Context: an optimization exercise on an open-source flow, tuned for a short achievable clock period and few clock cycles per item. The choices shown serve that exercise and are no tape-out recipe. Function was checked by simulation only, so behaviour that the tests miss may differ from the original. Power and IR drop assume default switching activity.

==> inputs of v18 <==
==> flow/design.v <==
package rv32i_pkg;
    localparam int xlen = 32;
endpackage
`timescale 1ns/1ps
module cpu_pipe (
    input  logic        clk,
    input  logic        rst,
    input  logic        fetch_valid,
    input  logic [31:0] fetch_pc,
    input  logic [31:0] fetch_instr,
    output logic        fetch_stall,
    output logic        retire_valid,
    output logic [31:0] retire_pc,
    output logic [4:0]  retire_rd,
    output logic        retire_reg_we,
    output logic [31:0] retire_value
);
    logic rst_q;
    always_ff @(posedge clk) rst_q <= rst;
    logic stall_q;
    logic stall_o;       
    assign fetch_stall = stall_o;
    logic        f_valid;
    logic [31:0] f_pc;
    logic [31:0] f_instr;
    logic [31:1] f_oh1;      
    logic [31:1] f_oh2;      
    always_ff @(posedge clk) begin
        if (!stall_q) begin
            f_pc    <= fetch_pc;
            f_instr <= fetch_instr;
            for (int i = 1; i < 32; i++) begin
                f_oh1[i] <= (fetch_instr[19:15] == 5'(i));
                f_oh2[i] <= (fetch_instr[24:20] == 5'(i));
            end
        end
        if (rst) f_valid <= 1'b0;
        else if (!stall_q) f_valid <= fetch_valid;
    end
    logic [31:0] rf [1:31];
    logic        q_valid;
    logic        q_wr;       
    logic [4:0]  q_rd;
    logic        q_we;
    logic [31:0] q_pc;
    logic [31:0] q_val;
    always_ff @(posedge clk) begin
        for (int i = 1; i < 32; i++) begin
            if (rst_q) rf[i] <= '0;
            else if (q_wr && q_rd == 5'(i)) rf[i] <= q_val;
        end
    end
    logic [31:0] r_rf1, r_rf2;
    always_comb begin
        r_rf1 = '0;
        r_rf2 = '0;
        for (int i = 1; i < 32; i++) begin
            r_rf1 = r_rf1 | ({32{f_oh1[i]}} & rf[i]);
            r_rf2 = r_rf2 | ({32{f_oh2[i]}} & rf[i]);
        end
    end
    logic        g_valid;
    logic [31:0] g_pc;
    logic [31:0] g_instr;
    logic [31:0] g_rf1;
    logic [31:0] g_rf2;
    always_ff @(posedge clk) begin
        if (!stall_q) begin
            g_pc    <= f_pc;
            g_instr <= f_instr;
            g_rf1   <= r_rf1;
            g_rf2   <= r_rf2;
        end
        if (rst) g_valid <= 1'b0;
        else if (!stall_q) g_valid <= f_valid;
    end
    logic [6:0] d_opc;
    logic [2:0] d_f3;
    logic [6:0] d_f7;
    logic [4:0] d_rs1;
    logic [4:0] d_rs2;
    logic [4:0] d_rdf;
    logic d_isr, d_add, d_sub, d_xor, d_or, d_and, d_addi, d_lw, d_sw, d_we;
    logic [31:0] d_imm;
    logic d_go;
    logic d_late;    
    assign d_opc = g_instr[6:0];
    assign d_f3  = g_instr[14:12];
    assign d_f7  = g_instr[31:25];
    assign d_rs1 = g_instr[19:15];
    assign d_rs2 = g_instr[24:20];
    assign d_rdf = g_instr[11:7];
    assign d_isr  = (d_opc == 7'b0110011);
    assign d_add  = d_isr && (d_f7 == 7'b0000000) && (d_f3 == 3'b000);
    assign d_sub  = d_isr && (d_f7 == 7'b0100000) && (d_f3 == 3'b000);
    assign d_xor  = d_isr && (d_f7 == 7'b0000000) && (d_f3 == 3'b100);
    assign d_or   = d_isr && (d_f7 == 7'b0000000) && (d_f3 == 3'b110);
    assign d_and  = d_isr && (d_f7 == 7'b0000000) && (d_f3 == 3'b111);
    assign d_addi = (d_opc == 7'b0010011) && (d_f3 == 3'b000);
    assign d_lw   = (d_opc == 7'b0000011) && (d_f3 == 3'b010);
    assign d_sw   = (d_opc == 7'b0100011) && (d_f3 == 3'b010);
    assign d_we   = d_add | d_sub | d_xor | d_or | d_and | d_addi | d_lw;
    assign d_imm  = d_sw ? {{20{g_instr[31]}}, g_instr[31:25], g_instr[11:7]}
                         : {{20{g_instr[31]}}, g_instr[31:20]};
    assign d_go = g_valid & ~stall_q & ~rst;
    logic [6:0] f_opc;
    logic r_rs1_use;
    logic r_rs2_use;
    assign f_opc     = f_instr[6:0];
    assign r_rs1_use = (f_opc == 7'b0110011) || (f_opc == 7'b0010011) ||
                       (f_opc == 7'b0000011) || (f_opc == 7'b0100011);
    assign r_rs2_use = (f_opc == 7'b0110011);
    logic stall_n;
    assign stall_n = f_valid & g_valid & d_lw & d_late & (d_rdf != 5'd0) &
                     ((r_rs1_use && f_instr[19:15] == d_rdf) ||
                      (r_rs2_use && f_instr[24:20] == d_rdf));
    always_ff @(posedge clk) begin
        stall_q <= ~rst & ~stall_q & stall_n;
        stall_o <= ~(rst | stall_q | ~stall_n);
    end
    logic        p_valid;
    logic        p_wr;
    logic        p_lw;
    logic        p_sw;
    logic        p_fq;       
    logic [4:0]  p_rd;
    logic        p_we;
    logic [31:0] p_pc;
    logic [31:0] p_val;
    logic [31:0] p_alu;      
    logic [63:0] p_oh;       
    logic [31:0] rdata;
    logic [31:0] mem [64];
    logic [31:0] stv;
    logic        w_wr;
    logic [4:0]  w_rd;
    logic [31:0] w_val;
    logic        w2_wr;
    logic [4:0]  w2_rd;
    logic [31:0] w2_val;
    logic b1_rf, b1_w2, b1_w, b1_q, b1_pv, b1_pl;
    logic b2_rf, b2_w2, b2_w, b2_q, b2_pv, b2_pl;
    logic [31:0] d_rv1, d_rv2;
    assign d_rv1 = ({32{b1_rf}} & g_rf1) | ({32{b1_w2}} & w2_val) | ({32{b1_w}} & w_val) |
                   ({32{b1_q}} & q_val) | ({32{b1_pv}} & p_val) | ({32{b1_pl}} & rdata);
    assign d_rv2 = ({32{b2_rf}} & g_rf2) | ({32{b2_w2}} & w2_val) | ({32{b2_w}} & w_val) |
                   ({32{b2_q}} & q_val) | ({32{b2_pv}} & p_val) | ({32{b2_pl}} & rdata);
    logic [7:0] d_b8;
    assign d_b8 = ({8{b1_rf}} & g_rf1[7:0]) | ({8{b1_w2}} & w2_val[7:0]) |
                  ({8{b1_w}} & w_val[7:0]) | ({8{b1_q}} & q_val[7:0]) |
                  ({8{b1_pv}} & p_val[7:0]);
    logic [7:0]  dsp;
    logic [7:0]  dsg;
    logic        dc2;
    logic [63:0] d_hit;
    assign dsp = d_b8 ^ d_imm[7:0];
    assign dsg = d_b8 & d_imm[7:0];
    assign dc2 = dsg[1] | (dsp[1] & dsg[0]);
    always_comb begin
        for (int k = 0; k < 64; k++) begin
            logic [7:2] r;
            logic ok;
            for (int j = 2; j < 8; j++) r[j] = dsp[j] ^ k[j-2];
            ok = (r[2] == dc2);
            for (int j = 2; j < 7; j++) ok = ok & (r[j+1] == (dsg[j] | (dsp[j] & r[j])));
            d_hit[k] = ok;
        end
    end
    logic        x_valid;
    logic        x_wr;       
    logic        x_lw;       
    logic        x_sw;
    logic [63:0] x_oh;       
    logic [4:0]  x_rd;       
    logic        x_we;       
    logic [31:0] x_pc;
    logic [31:0] x_a;        
    logic [31:0] x_an;       
    logic [31:0] x_b;        
    logic [31:0] x_st;       
    logic [7:0]  x_imm;      
    logic        x_fa;       
    logic        x_fam;      
    logic        x_fb;       
    logic        k00, k10, k01p, k01n, k11;    
    logic        x_fs;       
    logic        x_fsl;      
    logic        x_sub;
    logic        s_and, s_or, s_xor, s_st, s_eld;
    logic d_fa, d_fb, d_sum;
    assign d_fa  = x_wr && !x_lw && (x_rd == d_rs1);
    assign d_fb  = x_wr && !x_lw && (x_rd == d_rs2) && d_isr;
    assign d_sum = d_add | d_sub | d_addi;
    assign d_late = (x_wr && (x_rd == d_rs1)) || b1_pl;
    logic [4:0] n_rs1;
    logic [4:0] n_rs2;
    logic n1_p, n1_q, n1_w, n1_w2;
    logic n2_p, n2_q, n2_w, n2_w2;
    assign n_rs1 = stall_q ? d_rs1 : f_instr[19:15];
    assign n_rs2 = stall_q ? d_rs2 : f_instr[24:20];
    assign n1_p  = x_wr && (x_rd == n_rs1);
    assign n1_q  = p_wr && (p_rd == n_rs1);
    assign n1_w  = q_wr && (q_rd == n_rs1);
    assign n1_w2 = w_wr && (w_rd == n_rs1);
    assign n2_p  = x_wr && (x_rd == n_rs2);
    assign n2_q  = p_wr && (p_rd == n_rs2);
    assign n2_w  = q_wr && (q_rd == n_rs2);
    assign n2_w2 = w_wr && (w_rd == n_rs2);
    always_ff @(posedge clk) begin
        b1_pl <= ~rst & n1_p & x_lw;
        b1_pv <= ~rst & n1_p & ~x_lw;
        b1_q  <= ~rst & ~n1_p & n1_q;
        b1_w  <= ~rst & ~n1_p & ~n1_q & n1_w;
        b1_w2 <= ~rst & ~n1_p & ~n1_q & ~n1_w & n1_w2;
        b1_rf <= rst | (~n1_p & ~n1_q & ~n1_w & ~n1_w2);
        b2_pl <= ~rst & n2_p & x_lw;
        b2_pv <= ~rst & n2_p & ~x_lw;
        b2_q  <= ~rst & ~n2_p & n2_q;
        b2_w  <= ~rst & ~n2_p & ~n2_q & n2_w;
        b2_w2 <= ~rst & ~n2_p & ~n2_q & ~n2_w & n2_w2;
        b2_rf <= rst | (~n2_p & ~n2_q & ~n2_w & ~n2_w2);
    end
    always_ff @(posedge clk) begin
        x_valid <= d_go;
        x_wr    <= d_go & d_we & (d_rdf != 5'd0);
        x_lw    <= d_go & d_lw & d_late;
        x_oh    <= d_hit;
        x_sw    <= d_go & d_sw;
        x_rd    <= d_we ? d_rdf : 5'd0;
        x_we    <= d_we;
        x_pc    <= g_pc;
        x_a     <= d_rv1;
        x_b     <= d_isr ? (d_sub ? ~d_rv2 : d_rv2) : d_imm;
        x_an    <= d_sub ? ~d_rv1 : d_rv1;
        x_st    <= d_rv2;
        x_imm   <= d_imm[7:0];
        x_fa    <= d_fa && !(d_add || d_sub || d_addi || d_lw || d_sw);
        x_fam   <= x_wr && !x_lw && (x_rd == d_rs1) && (d_lw || d_sw);
        x_fb    <= d_fb && !(d_add || d_sub);
        k00     <= d_sum && !d_fa && !d_fb;
        k10     <= d_sum &&  d_fa && !d_fb;
        k01p    <= d_sum && !d_fa &&  d_fb && !d_sub;
        k01n    <= d_sum && !d_fa &&  d_fb &&  d_sub;
        k11     <= d_sum &&  d_fa &&  d_fb && !d_sub;    
        x_fs    <= x_wr && !x_lw && (x_rd == d_rs2);
        x_fsl   <= x_wr && x_lw && (x_rd == d_rs2) && d_sw;
        x_sub   <= d_sub;
        s_and   <= d_and;
        s_or    <= d_or;
        s_xor   <= d_xor;
        s_st    <= d_sw;
        s_eld   <= d_lw & !d_late;
    end
    logic [31:0] a;
    logic [31:0] b;
    logic [31:0] st;
    logic [31:0] sum;
    logic [7:0]  base8;
    logic [31:0] res;
    assign a   = x_fa ? p_alu : x_a;
    assign b   = x_fb ? p_alu : x_b;
    assign st  = x_fs ? p_val : x_st;
    logic [32:0] sum00;
    logic [32:0] sum10;
    logic [31:0] sum01;
    assign sum00 = {x_a, 1'b1} + {x_b, x_sub};
    assign sum10 = {p_alu, 1'b1} + {x_b, x_sub};
    assign sum01 = x_an + p_alu;
    assign sum   = ({32{k00}}  & sum00[32:1]) |
                   ({32{k10}}  & sum10[32:1]) |
                   ({32{k01p}} & sum01) |
                   ({32{k01n}} & ~sum01) |
                   ({32{k11}}  & {p_alu[30:0], 1'b0});
    assign base8 = x_fam ? p_val[7:0] : x_a[7:0];
    logic [31:0] eld_mem;
    logic        eld_st;
    logic [31:0] eld;
    always_comb begin
        eld_mem = '0;
        eld_st  = 1'b0;
        for (int k = 0; k < 64; k++) begin
            eld_mem = eld_mem | ({32{x_oh[k]}} & mem[k]);
            eld_st  = eld_st | (x_oh[k] & p_oh[k]);
        end
    end
    assign eld = (p_sw && eld_st) ? stv : eld_mem;
    logic [31:0] res_alu;
    assign res_alu = sum |
                     ({32{s_eld}} & eld) |
                     ({32{s_and}} & (a & b)) |
                     ({32{s_or}}  & (a | b)) |
                     ({32{s_xor}} & (a ^ b));
    assign res = res_alu | ({32{s_st}} & st);
    logic [7:0] sp;      
    logic [7:0] sg;      
    logic       c2;      
    logic [63:0] hit;
    assign sp = base8 ^ x_imm;
    assign sg = base8 & x_imm;
    assign c2 = sg[1] | (sp[1] & sg[0]);
    always_comb begin
        for (int k = 0; k < 64; k++) begin
            logic [7:2] r;       
            logic ok;
            for (int j = 2; j < 8; j++) r[j] = sp[j] ^ k[j-2];
            ok = (r[2] == c2);
            for (int j = 2; j < 7; j++) ok = ok & (r[j+1] == (sg[j] | (sp[j] & r[j])));
            hit[k] = ok;
        end
    end
    always_ff @(posedge clk) begin
        p_valid <= x_valid & ~rst;
        p_wr    <= x_wr & ~rst;
        p_lw    <= x_lw & ~rst;
        p_sw    <= x_sw & ~rst;
        p_fq    <= x_fsl;
        p_rd    <= x_rd;
        p_we    <= x_we;
        p_pc    <= x_pc;
        p_val   <= res;
        p_alu   <= res_alu;
        p_oh    <= hit;
    end
    assign stv = p_fq ? q_val : p_val;
    always_comb begin
        rdata = '0;
        for (int k = 0; k < 64; k++) rdata = rdata | ({32{p_oh[k]}} & mem[k]);
    end
    always_ff @(posedge clk) begin
        for (int k = 0; k < 64; k++) begin
            if (rst_q) mem[k] <= '0;
            else if (p_sw && p_oh[k]) mem[k] <= stv;
        end
    end
    always_ff @(posedge clk) begin
        q_valid <= p_valid & ~rst;
        q_wr    <= p_wr & ~rst;
        q_rd    <= p_rd;
        q_we    <= p_we;
        q_pc    <= p_pc;
        q_val   <= p_lw ? rdata : stv;
        w_wr    <= q_wr & ~rst;
        w_rd    <= q_rd;
        w_val   <= q_val;
        w2_wr   <= w_wr & ~rst;
        w2_rd   <= w_rd;
        w2_val  <= w_val;
    end
    logic [4:0]  o_rd;
    logic [31:0] o_val;
    always_ff @(posedge clk) begin
        o_rd  <= p_valid ? p_rd : 5'd0;
        o_val <= p_valid ? (p_lw ? rdata : stv) : 32'd0;
    end
    assign retire_valid  = q_valid;
    assign retire_pc     = q_pc;
    assign retire_rd     = o_rd;
    assign retire_reg_we = q_we;
    assign retire_value  = o_val;
endmodule
==> flow/run.sh <==
#!/bin/bash
# synth_recipe.tcl (not shown) runs the flow's synth.tcl, then flattens the netlist and writes it again
# the make line also repeats each setting of config.mk as NAME=value (left out here)
make -C /OpenROAD-flow-scripts/flow DESIGN_CONFIG=/design/flow/config.mk WORK_HOME=/design/flow/orfs CLKGATE_MAP_FILE= SYNTH_SCRIPT=/design/flow/synth_recipe.tcl finish
==> flow/config.mk <==
export PLATFORM = sky130hd
export DESIGN_NAME = cpu_pipe
export DESIGN_NICKNAME = cpu_pipe
export VERILOG_FILES = /design/flow/design.v
export SDC_FILE = /design/flow/constraint.sdc
export NUM_CORES = 4
export LEC_CHECK = 0
export ABC_CLOCK_PERIOD_IN_PS = 2400
export CAP_MARGIN = 40
export CELL_PAD_IN_SITES_DETAIL_PLACEMENT = 1
export CELL_PAD_IN_SITES_GLOBAL_PLACEMENT = 2
export CORE_MARGIN = 2
export CORE_UTILIZATION = 28
export SETUP_SLACK_MARGIN = 3.6
export SLEW_MARGIN = 65
==> flow/constraint.sdc <==
create_clock -name core_clock -period 6.0 [get_ports {clk}]
set_input_delay 1.2000 -clock core_clock [delete_from_list [all_inputs] [get_ports {clk}]]
set_output_delay 1.2000 -clock core_clock [all_outputs]
set_load 0.01 [all_outputs]
==> v15: changes against v18 <==
--- a/flow/design.v
+++ b/flow/design.v
@@ -65,8 +65,12 @@
     logic [31:0] g_rf1;
     logic [31:0] g_rf2;
+    logic [31:0] g_imm;      
     always_ff @(posedge clk) begin
         if (!stall_q) begin
             g_pc    <= f_pc;
             g_instr <= f_instr;
+            g_imm   <= (f_instr[6:0] == 7'b0100011) ?
+                       {{20{f_instr[31]}}, f_instr[31:25], f_instr[11:7]} :
+                       {{20{f_instr[31]}}, f_instr[31:20]};
             g_rf1   <= r_rf1;
             g_rf2   <= r_rf2;
@@ -84,5 +88,4 @@
     logic [31:0] d_imm;
     logic d_go;
-    logic d_late;    
     assign d_opc = g_instr[6:0];
     assign d_f3  = g_instr[14:12];
@@ -101,6 +104,5 @@
     assign d_sw   = (d_opc == 7'b0100011) && (d_f3 == 3'b010);
     assign d_we   = d_add | d_sub | d_xor | d_or | d_and | d_addi | d_lw;
-    assign d_imm  = d_sw ? {{20{g_instr[31]}}, g_instr[31:25], g_instr[11:7]}
-                         : {{20{g_instr[31]}}, g_instr[31:20]};
+    assign d_imm  = g_imm;
     assign d_go = g_valid & ~stall_q & ~rst;
     logic [6:0] f_opc;
@@ -112,5 +114,5 @@
     assign r_rs2_use = (f_opc == 7'b0110011);
     logic stall_n;
-    assign stall_n = f_valid & g_valid & d_lw & d_late & (d_rdf != 5'd0) &
+    assign stall_n = f_valid & g_valid & d_lw & (d_rdf != 5'd0) &
                      ((r_rs1_use && f_instr[19:15] == d_rdf) ||
                       (r_rs2_use && f_instr[24:20] == d_rdf));
@@ -146,30 +148,8 @@
     assign d_rv2 = ({32{b2_rf}} & g_rf2) | ({32{b2_w2}} & w2_val) | ({32{b2_w}} & w_val) |
                    ({32{b2_q}} & q_val) | ({32{b2_pv}} & p_val) | ({32{b2_pl}} & rdata);
-    logic [7:0] d_b8;
-    assign d_b8 = ({8{b1_rf}} & g_rf1[7:0]) | ({8{b1_w2}} & w2_val[7:0]) |
-                  ({8{b1_w}} & w_val[7:0]) | ({8{b1_q}} & q_val[7:0]) |
-                  ({8{b1_pv}} & p_val[7:0]);
-    logic [7:0]  dsp;
-    logic [7:0]  dsg;
-    logic        dc2;
-    logic [63:0] d_hit;
-    assign dsp = d_b8 ^ d_imm[7:0];
-    assign dsg = d_b8 & d_imm[7:0];
-    assign dc2 = dsg[1] | (dsp[1] & dsg[0]);
-    always_comb begin
-        for (int k = 0; k < 64; k++) begin
-            logic [7:2] r;
-            logic ok;
-            for (int j = 2; j < 8; j++) r[j] = dsp[j] ^ k[j-2];
-            ok = (r[2] == dc2);
-            for (int j = 2; j < 7; j++) ok = ok & (r[j+1] == (dsg[j] | (dsp[j] & r[j])));
-            d_hit[k] = ok;
-        end
-    end
     logic        x_valid;
     logic        x_wr;       
-    logic        x_lw;       
+    logic        x_lw;
     logic        x_sw;
-    logic [63:0] x_oh;       
     logic [4:0]  x_rd;       
     logic        x_we;       
@@ -187,10 +167,9 @@
     logic        x_fsl;      
     logic        x_sub;
-    logic        s_and, s_or, s_xor, s_st, s_eld;
+    logic        s_and, s_or, s_xor, s_st;
     logic d_fa, d_fb, d_sum;
     assign d_fa  = x_wr && !x_lw && (x_rd == d_rs1);
     assign d_fb  = x_wr && !x_lw && (x_rd == d_rs2) && d_isr;
     assign d_sum = d_add | d_sub | d_addi;
-    assign d_late = (x_wr && (x_rd == d_rs1)) || b1_pl;
     logic [4:0] n_rs1;
     logic [4:0] n_rs2;
@@ -224,6 +203,5 @@
         x_valid <= d_go;
         x_wr    <= d_go & d_we & (d_rdf != 5'd0);
-        x_lw    <= d_go & d_lw & d_late;
-        x_oh    <= d_hit;
+        x_lw    <= d_go & d_lw;
         x_sw    <= d_go & d_sw;
         x_rd    <= d_we ? d_rdf : 5'd0;
@@ -250,5 +228,4 @@
         s_xor   <= d_xor;
         s_st    <= d_sw;
-        s_eld   <= d_lw & !d_late;
     end
     logic [31:0] a;
@@ -273,19 +250,6 @@
                    ({32{k11}}  & {p_alu[30:0], 1'b0});
     assign base8 = x_fam ? p_val[7:0] : x_a[7:0];
-    logic [31:0] eld_mem;
-    logic        eld_st;
-    logic [31:0] eld;
-    always_comb begin
-        eld_mem = '0;
-        eld_st  = 1'b0;
-        for (int k = 0; k < 64; k++) begin
-            eld_mem = eld_mem | ({32{x_oh[k]}} & mem[k]);
-            eld_st  = eld_st | (x_oh[k] & p_oh[k]);
-        end
-    end
-    assign eld = (p_sw && eld_st) ? stv : eld_mem;
     logic [31:0] res_alu;
     assign res_alu = sum |
-                     ({32{s_eld}} & eld) |
                      ({32{s_and}} & (a & b)) |
                      ({32{s_or}}  & (a | b)) |
CORE_UTILIZATION = 35   (was 28)
==> qor summary <==
	v15	v18
Largest net degree at the start of global routing	109	100
Final Wtd Congestion	0.935	1.04
Number of signal-net inverters in the final layout	103	144
Final net count	18.2k	20.2k
Routed wl met2	423000 um	574000 um
Sequential cell area share	38.5%	35.7%
Clock latency on the worst-skew pair	1050 ps	1190 ps
Simple logic cell fraction of the synthesized area	14.4%	14.4%
Post-route fraction of the period consumed by the critical path	53.0%	62.1%
Clock Power	29000 uW	29600 uW
Crit Reg-Reg Endpoint	p_val[30]	p_val[19]
Portion of netlist area occupied by mux cells	1.17%	1.24%
CTS Buf Count	446	460
Number of global-route vias before repair	155k	181k
Result of the run	no timing/DRC/antenna violations	no timing/DRC/antenna violations
Final Critical Period	3180 ps	3730 ps
GRT met1 Usage	58.4%	49.5%
Combinational cell fraction of total power	3.7%	4.0%
Final clock skew	83.1 ps	110 ps
Setup crit start	p_alu[0]	x_oh[21]
PwrDens	274 nW/um2	255 nW/um2
Sequential-cell power consumption	26100 uW	26500 uW
Inserted Diodes	83	194
Wire length on met3	134000 um	176000 um
Stage delay of the slowest cell on the critical path	360 ps	460 ps
Testbench counts of v18, summed over its fixed seeds: cycles 16,085, instructions 16,000.
Testbench counts of v15, summed over its fixed seeds: cycles 16,575, instructions 16,000.

==> port drivers added, routing unchanged <==
Ports are ideal in the flow. The routed layouts listed here were re-timed in OpenROAD.
Step 1: set_driving_cell puts a clkbuf_16 on clk and a buf_2 on each other input, an assumption about the parent block.
Step 2 times the ports against the registers' clock, not the clock port: input delays grow and output delays shrink by t, the midpoint of the rising clock arrivals with the driver on.
Three values: ideal, step 1, step 2; two values: the first two.
run	t (ns)	setup slack, ns	worst setup path at the end	worst slew at a driven data input, ns	cell pins on the clock port's net
v18	1.268	2.271 / 2.271 / 2.271	register to register	0.25	1
v15	1.119	2.821 / 2.821 / 2.821	register to register	0.07	1
After both steps every run listed still meets setup and hold.
